This design comes from an exercise in tuning for small area and a short achievable clock period on the open sky130 flow, not from production work.
Function was checked by simulation only, so behaviour that the tests miss may differ from the original.
Power is estimated from default activity; no workload was simulated.

[design.v]
`timescale 1ns/1ps
module act_buffer (
  input  logic               clk,
  input  logic               reset,
  input  logic               wr_req_act_flag,
  input  logic [16-1:0]         wr_data_act_flag,
  input  logic               wr_req_act,
  input  logic [8-1:0]  wr_data_act,
  input  logic [4-1:0]  row_index,
  input  logic [4-1:0]  act_index,
  output logic [16-1:0]         row_flags,
  output logic [8-1:0]  serial_out
);
  logic [16-1:0]        flag_mem [16];
  logic [8-1:0] act_mem  [16 * 16];
  logic [4-1:0]      wr_addr_act_flag;
  logic [8-1:0] wr_addr_act;
  logic [8-1:0] rd_addr_act;
  always_ff @(posedge clk or negedge reset) begin
    if (!reset) begin
      wr_addr_act_flag <= '0;
    end else if (wr_req_act_flag) begin
      wr_addr_act_flag <= wr_addr_act_flag + 1'b1;
    end
  end
  always_ff @(posedge clk) begin
    if (wr_req_act_flag) begin
      flag_mem[wr_addr_act_flag] <= wr_data_act_flag;
    end
  end
  always_ff @(posedge clk or negedge reset) begin
    if (!reset) begin
      wr_addr_act <= '0;
    end else if (wr_req_act) begin
      wr_addr_act <= wr_addr_act + 1'b1;
    end
  end
  always_ff @(posedge clk) begin
    if (wr_req_act) begin
      act_mem[wr_addr_act] <= wr_data_act;
    end
  end
  assign rd_addr_act = {row_index, act_index};
  assign row_flags  = flag_mem[row_index];
  assign serial_out = act_mem[rd_addr_act];
endmodule
`timescale 1ns/1ps
module flag_scanner (
  input  logic              clk,
  input  logic              reset,
  input  logic              load,
  input  logic              shift,
  input  logic [16-1:0]        row_flags,
  output logic [4-1:0] act_index,
  output logic [5-1:0] row_val_num,
  output logic              zero_flag,
  output logic              last_item
);
  logic [16-1:0] remain_flags;
  logic [16-1:0] next_flags;
  function automatic logic [5-1:0] count_ones(input logic [16-1:0] flags);
    logic [5-1:0] total;
    total = '0;
    for (int i = 0; i < 16; i++) begin
      total = total + 5'(flags[i]);
    end
    count_ones = total;
  endfunction
  assign next_flags = remain_flags & (remain_flags - 1'b1);
  always_ff @(posedge clk or negedge reset) begin
    if (!reset) begin
      remain_flags <= '0;
      row_val_num  <= '0;
    end else if (load) begin
      remain_flags <= row_flags;
      row_val_num  <= count_ones(row_flags);
    end else if (shift) begin
      remain_flags <= next_flags;
    end
  end
  always_comb begin
    act_index = '0;
    for (int i = 16 - 1; i >= 0; i--) begin
      if (remain_flags[i]) begin
        act_index = 4'(i);
      end
    end
  end
  assign zero_flag = (row_val_num == '0);
  assign last_item = (next_flags == '0);
endmodule
`timescale 1ns/1ps
module row_sequencer (
  input  logic              clk,
  input  logic              reset,
  input  logic              start,
  input  logic              wait_state,
  input  logic              last_item,
  output logic              en,
  output logic [1:0]        state,
  output logic [4-1:0] row_index,
  output logic              load,
  output logic              shift,
  output logic              row_cal_done
);
  localparam logic [1:0] PREP = 2'd0;
  localparam logic [1:0] TRAN = 2'd1;
  localparam logic [1:0] WAIT = 2'd2;
  localparam logic [1:0] COMP = 2'd3;
  logic [1:0] next_state;
  logic       last_row;
  assign last_row = (row_index == 4'(16 - 1));
  always_ff @(posedge clk or negedge reset) begin
    if (!reset) begin
      en <= 1'b0;
    end else begin
      en <= start;
    end
  end
  always_ff @(posedge clk or negedge reset) begin
    if (!reset) begin
      state <= PREP;
    end else begin
      state <= next_state;
    end
  end
  always_comb begin
    next_state = state;
    case (state)
      PREP: begin
        if (en) begin
          next_state = TRAN;
        end
      end
      TRAN: begin
        next_state = wait_state ? WAIT : COMP;
      end
      WAIT: begin
        if (!wait_state) begin
          next_state = COMP;
        end
      end
      COMP: begin
        if (row_cal_done) begin
          next_state = last_row ? PREP : TRAN;
        end
      end
      default: begin
        next_state = PREP;
      end
    endcase
  end
  assign load  = (state == TRAN);
  assign shift = (state == COMP);
  assign row_cal_done = (state == COMP) && last_item;
  always_ff @(posedge clk or negedge reset) begin
    if (!reset) begin
      row_index <= '0;
    end else if (row_cal_done) begin
      row_index <= last_row ? '0 : row_index + 1'b1;
    end
  end
endmodule
`timescale 1ns/1ps
module weight_buffer (
  input  logic                            clk,
  input  logic                            reset,
  input  logic                            wr_req_wei,
  input  logic [8-1:0]               wr_data_wei,
  output logic [8*9-1:0]  parallel_out
);
  logic [8-1:0]      wei_mem [9];
  logic [4-1:0] wr_addr_wei;
  always_ff @(posedge clk or negedge reset) begin
    if (!reset) begin
      wr_addr_wei <= '0;
    end else if (wr_req_wei) begin
      if (wr_addr_wei == 4'(9 - 1)) begin
        wr_addr_wei <= '0;
      end else begin
        wr_addr_wei <= wr_addr_wei + 1'b1;
      end
    end
  end
  always_ff @(posedge clk or negedge reset) begin
    if (!reset) begin
      for (int i = 0; i < 9; i++) begin
        wei_mem[i] <= '0;
      end
    end else if (wr_req_wei) begin
      wei_mem[wr_addr_wei] <= wr_data_wei;
    end
  end
  always_ff @(posedge clk or negedge reset) begin
    if (!reset) begin
      parallel_out <= '0;
    end else begin
      for (int i = 0; i < 9; i++) begin
        parallel_out[i*8 +: 8] <= wei_mem[i];
      end
    end
  end
endmodule
`timescale 1ns/1ps
module sparse_row_top (
  input  logic                            clk,
  input  logic                            reset,
  input  logic                            wr_req_act_flag,
  input  logic [16-1:0]                      wr_data_act_flag,
  input  logic                            wr_req_act,
  input  logic [8-1:0]               wr_data_act,
  input  logic                            wr_req_wei,
  input  logic [8-1:0]               wr_data_wei,
  input  logic                            start,
  input  logic                            wait_state,
  output logic                            en,
  output logic [1:0]                      state,
  output logic [4-1:0]               row_index,
  output logic [4-1:0]               act_index,
  output logic [8-1:0]               serial_out,
  output logic [5-1:0]               row_val_num,
  output logic                            zero_flag,
  output logic                            row_cal_done,
  output logic [8*9-1:0]  parallel_out
);
  logic [16-1:0] row_flags;
  logic       load;
  logic       shift;
  logic       last_item;
  act_buffer i_act_buffer (
    .clk              (clk),
    .reset            (reset),
    .wr_req_act_flag  (wr_req_act_flag),
    .wr_data_act_flag (wr_data_act_flag),
    .wr_req_act       (wr_req_act),
    .wr_data_act      (wr_data_act),
    .row_index        (row_index),
    .act_index        (act_index),
    .row_flags        (row_flags),
    .serial_out       (serial_out)
  );
  row_sequencer i_row_sequencer (
    .clk          (clk),
    .reset        (reset),
    .start        (start),
    .wait_state   (wait_state),
    .last_item    (last_item),
    .en           (en),
    .state        (state),
    .row_index    (row_index),
    .load         (load),
    .shift        (shift),
    .row_cal_done (row_cal_done)
  );
  flag_scanner i_flag_scanner (
    .clk         (clk),
    .reset       (reset),
    .load        (load),
    .shift       (shift),
    .row_flags   (row_flags),
    .act_index   (act_index),
    .row_val_num (row_val_num),
    .zero_flag   (zero_flag),
    .last_item   (last_item)
  );
  weight_buffer i_weight_buffer (
    .clk          (clk),
    .reset        (reset),
    .wr_req_wei   (wr_req_wei),
    .wr_data_wei  (wr_data_wei),
    .parallel_out (parallel_out)
  );
endmodule
[run.sh]
#!/bin/bash
# synth_recipe.tcl (not shown) runs the flow's synth.tcl, then flattens the netlist and writes it again
# the make line also repeats each setting of config.mk as NAME=value (left out here)
make -C /OpenROAD-flow-scripts/flow DESIGN_CONFIG=/design/flow/config.mk WORK_HOME=/design/flow/orfs CLKGATE_MAP_FILE= SYNTH_SCRIPT=/design/flow/synth_recipe.tcl finish
[config.mk]
export PLATFORM = sky130hd
export DESIGN_NAME = sparse_row_top
export DESIGN_NICKNAME = sparse_row_top
export VERILOG_FILES = /design/flow/design.v
export SDC_FILE = /design/flow/constraint.sdc
export NUM_CORES = 4
export LEC_CHECK = 0
export CAP_MARGIN = 20
export CORE_MARGIN = 2
export CORE_UTILIZATION = 40
export SLEW_MARGIN = 20
[constraint.sdc]
create_clock -name core_clock -period 7.5 [get_ports {clk}]
set_input_delay 1.5000 -clock core_clock [delete_from_list [all_inputs] [get_ports {clk}]]
set_output_delay 1.5000 -clock core_clock [all_outputs]
set_load 0.01 [all_outputs]
==> results.json <==
{
  "run_status": "timing/DRC/antenna clean",
  "nNetsFinal": 7533,
  "endpoint_kind": "output pin",
  "die_area_sq_um": 252000,
  "tns_ps": 0,
  "hold_viol_final": 0,
  "final.period_utilization_pct": 99.0,
  "max_stage_delay_ps": 680,
  "drc": 0,
  "worstHoldPathType": "reg -> reg",
  "grt_start_max_net_pins": 177,
  "synth_edf_count": 2304,
  "min_period_ps": 7430,
  "die_x_um": 502,
  "relSlewSlack_pct": 20.6,
  "arrival_ps": 5930,
  "dp_slack_ps": 218,
  "placed_cells": 10500,
  "clkSinkCount": 2492,
  "clk-insertion-delay-late_ps": 940,
  "vias": 63000,
  "crit_type": "reg -> out",
  "netlist_instances": 7250,
  "path_buf_inv": 4,
  "rsz0062_at_grt": "true",
  "ioPinCount": 137,
  "ctsHoldBuffers": 0,
  "finalSetupViolations": 0,
  "grt_pass1_wl_um": 430000,
  "portBuffers": 136,
  "cts_tree": "yes",
  "viasPerCell": 5.75,
  "final_common_cell": "edfxtp_1",
  "numCtsBuffers": 276,
  "crit_required_ps": 6000,
  "synth_cell_type_count": 80,
  "synth_area_leaders": "edfxtp_1 (70%), nand2_1 (6.7%), dfrtp_1 (4.7%), nand3_1 (4.6%), mux4_2 (1.9%)",
  "startpoint_type": "register",
  "globalplace.congestion": 0.904,
  "clk_pin_slew_ps": 60,
  "dieHeight_um": 502,
  "slowest_stage": "a21oi_1",
  "finalMaxSlewViolations": 0,
  "initial_utilization_pct": 40.3,
  "first_global_vias": 59800,
  "crit_fanout": 72,
  "grt.overflow.total": 0,
  "syn_area_per_cell_sq_um": 13.7,
  "drt_wl_total_um": 300000,
  "grt_util_all_layers_pct": 23.3,
  "yosys.area.top_type": "edfxtp_1",
  "synthToLayoutAreaGrowth_pct": 14.8,
  "synth_area_sq_um": 99200,
  "place_area_sq_um": 105000,
  "p_per_area_nw_per_um2": 444,
  "critical_path.top_delay_family": "compound AO/OA/AOI/OAI gates",
  "clockRootBuffer": "clkbuf_16",
  "drv_cap": 0,
  "post-synth-top-area-fraction_pct": 69.7,
  "design_area_sq_um": 114000,
  "most-common-layout-cells": "edfxtp_1 (2,304), nand2_1 (1,766), nand3_1 (913)",
  "antenna_found_initial": 11,
  "peakVddDrop_v": 0.000498,
  "async_flop_share_pct": 7.54,
  "layout-drive-gt1-share_pct": 11.3,
  "worstMarginPinSlew_ps": 1190,
  "synth_ff_type": "edfxtp_1",
  "power.total_mw": 50.6,
  "fin_skew_ps": 82.2,
  "syn_nets": 7322,
  "rows": 182,
  "leakagePower_nw": 38.7,
  "htree_levels": 5,
  "drtAntennaViolNets": 0,
  "setup_ws_ps": 74.6,
  "yosys_warnings": 5,
  "drt-pass1-iter-count": 6,
  "fillers": 21500,
  "multiInputGateArea_sq_um": 23500,
  "hpwl_um": 181000,
  "ys_seq_elements": 2492,
  "yosysSeqAreaShare_pct": 74.5,
  "clockBufferDepth": 4,
  "core_sq_um": 246000,
  "final_cells": 11000,
  "wl_per_cell_um": 27.4,
  "cp_cell_sequence": "nor4_1 -> o31ai_2 -> a21oi_4 -> buf_12 -> inv_16 -> buf_12 -> mux2i_1 -> mux2i_1 -> a32oi_1 -> a21oi_1 -> o21ai_0 -> a22oi_1 -> a311o_1 -> clkdlybuf4s50_1",
  "detail_route.iter0.violations": 8226,
  "seq_area_sq_um": 73900,
  "fmax_ghz": 0.135
}
==> per-layer routing <==
layer,up-vias,wire length [um],GRT usage (%)
li1,27100,-,-
met1,32100,122000,32.7
met2,3311,136000,35.8
met3,571,29400,4.76
met4,8,12600,9.23
met5,-,54,0
==> worst register-to-register path, stage by stage, from the launching register on <==
cell     delay [ps]
dfrtp_4         740
buf_4           790
mux4_2          680
mux4_2          580
inv_1           120
fa_1            410
inv_1            90
fa_1            420
fa_1            480
fa_1            490
inv_1            50
fa_1            360
inv_1           100
fa_1            410
mux2_2          270
==> cell usage after synthesis, drive strengths merged (7+ instances only) <==
library cell,count
mux4,86
nand3,920
a32oi,24
and3,86
a22oi,8
inv,40
edfxtp,2304
a2111oi,9
fa,10
a31oi,66
a21oi,128
buf,292
a221oi,10
nand2b,10
ha,23
mux2,78
nor2,378
nand2,1768
dfrtp,188
nor2b,14
xnor2,12
o2111ai,10
o21ai,108
a311o,9
clkbuf,165
or3,9
and2,10
or4,10
a41oi,7
a311oi,40
nand4,59
mux2i,174
nor3,60
o221ai,12
a211oi,18
o22ai,23
o211ai,9
nor4,18
==> state kept, by name, summed over array words and instances, names as in the netlist <==
register,count
i_act_buffer.wr_addr_act_flag,4
i_row_sequencer.row_index,4
i_flag_scanner.remain_flags,16
i_row_sequencer.en,1
i_row_sequencer.state,2
i_act_buffer.act_mem,2048
i_weight_buffer.wr_addr_wei,4
i_act_buffer.wr_addr_act,8
i_flag_scanner.row_val_num,5
i_weight_buffer.parallel_out,72
i_weight_buffer.wei_mem,72
i_act_buffer.flag_mem,256
==> per-stage QoR <==
stage | hold WS [ps] | utilization [%]
5_1_grt | 368 | 46.2
3_5_place_dp | 354 | 42.7
3_3_place_gp | 353 | 42.7
4_1_cts | 358 | 46.2
6_report | 353 | 46.2
2_1_floorplan | 349 | -
==> logic make-up after synthesis <==
group           share of synthesized area [%]
simple gates                             14.5
flops                                    74.5
compound gates                           3.49
buf+inv                                  2.25
mux                                      4.60
fa+ha+maj                               0.522
xor+xnor                                0.124
==> worst paths after layout <==
check,slack (ps),from,cells past startpoint,to
worst max-delay path,70,i_flag_scanner.remain_flags[7],14,serial_out[7]
worst min-delay path,350,i_weight_buffer.wei_mem[0][3],0,i_weight_buffer.parallel_out[3]
worst max register to register,1410,i_row_sequencer.row_index[0],14,i_flag_scanner.row_val_num[1]
worst min register to register,350,i_weight_buffer.wei_mem[0][3],0,i_weight_buffer.parallel_out[3]
max in group asynchronous,5560,reset,2,i_weight_buffer.wei_mem[1][0]
min in group asynchronous,660,reset,1,i_weight_buffer.parallel_out[60]
==> power breakdown <==
group          internal (mW)  switching [mW]
Sequential              15.9           0.464
Combinational           6.76            14.6
Clock                   7.52            5.34
==> cell type report <==
class | instances | area share [%]
antenna | 8 | 0.0176
clock buffer | 337 | 6.44
clock inverter | 117 | 0.902
inverter | 40 | 0.164
multi-input combinational | 4261 | 20.6
sequential | 2492 | 64.9
tap | 3312 | 3.64
timing repair buffer | 389 | 3.36
timing repair inverter | 1 | 0.00769
==> repair_timing <==
| item | CTS | global route |
|---|---|---|
| gates cloned | 1 | 1 |
| pin swaps | 2 | 2 |
| endpoints found under the setup margin | 8 | 7 |
| buffers inserted | 3 | 4 |
| resized for setup | 30 | 15 |

## port drivers added, routing unchanged
The flow's constraints put no driver on any port. The routed layout listed below was extracted and timed again, unchanged, in two steps. Step 1 assumes that a clkbuf_16 drives the clock port and a buf_2 every other input. Step 2 moves the port delays by t, midway between the first and last clock arrival at a register: inputs arrive t later, outputs are due t later. That takes back most of the time a late clock gives input paths. Three values: ideal, step 1, step 2; two values: the first two.
shift t [ns]: 0.996
setup WS [ns]: 0.075 / -0.017 / 0.979
hold slack, ns: 0.353 / 0.353 / 0.353
worst slew at a driven data input, ns: 0.18
After both steps setup and hold are still met in this run. For this run, drivers alone change the setup slack by -0.092 ns; drivers and shift together by +0.904 ns.
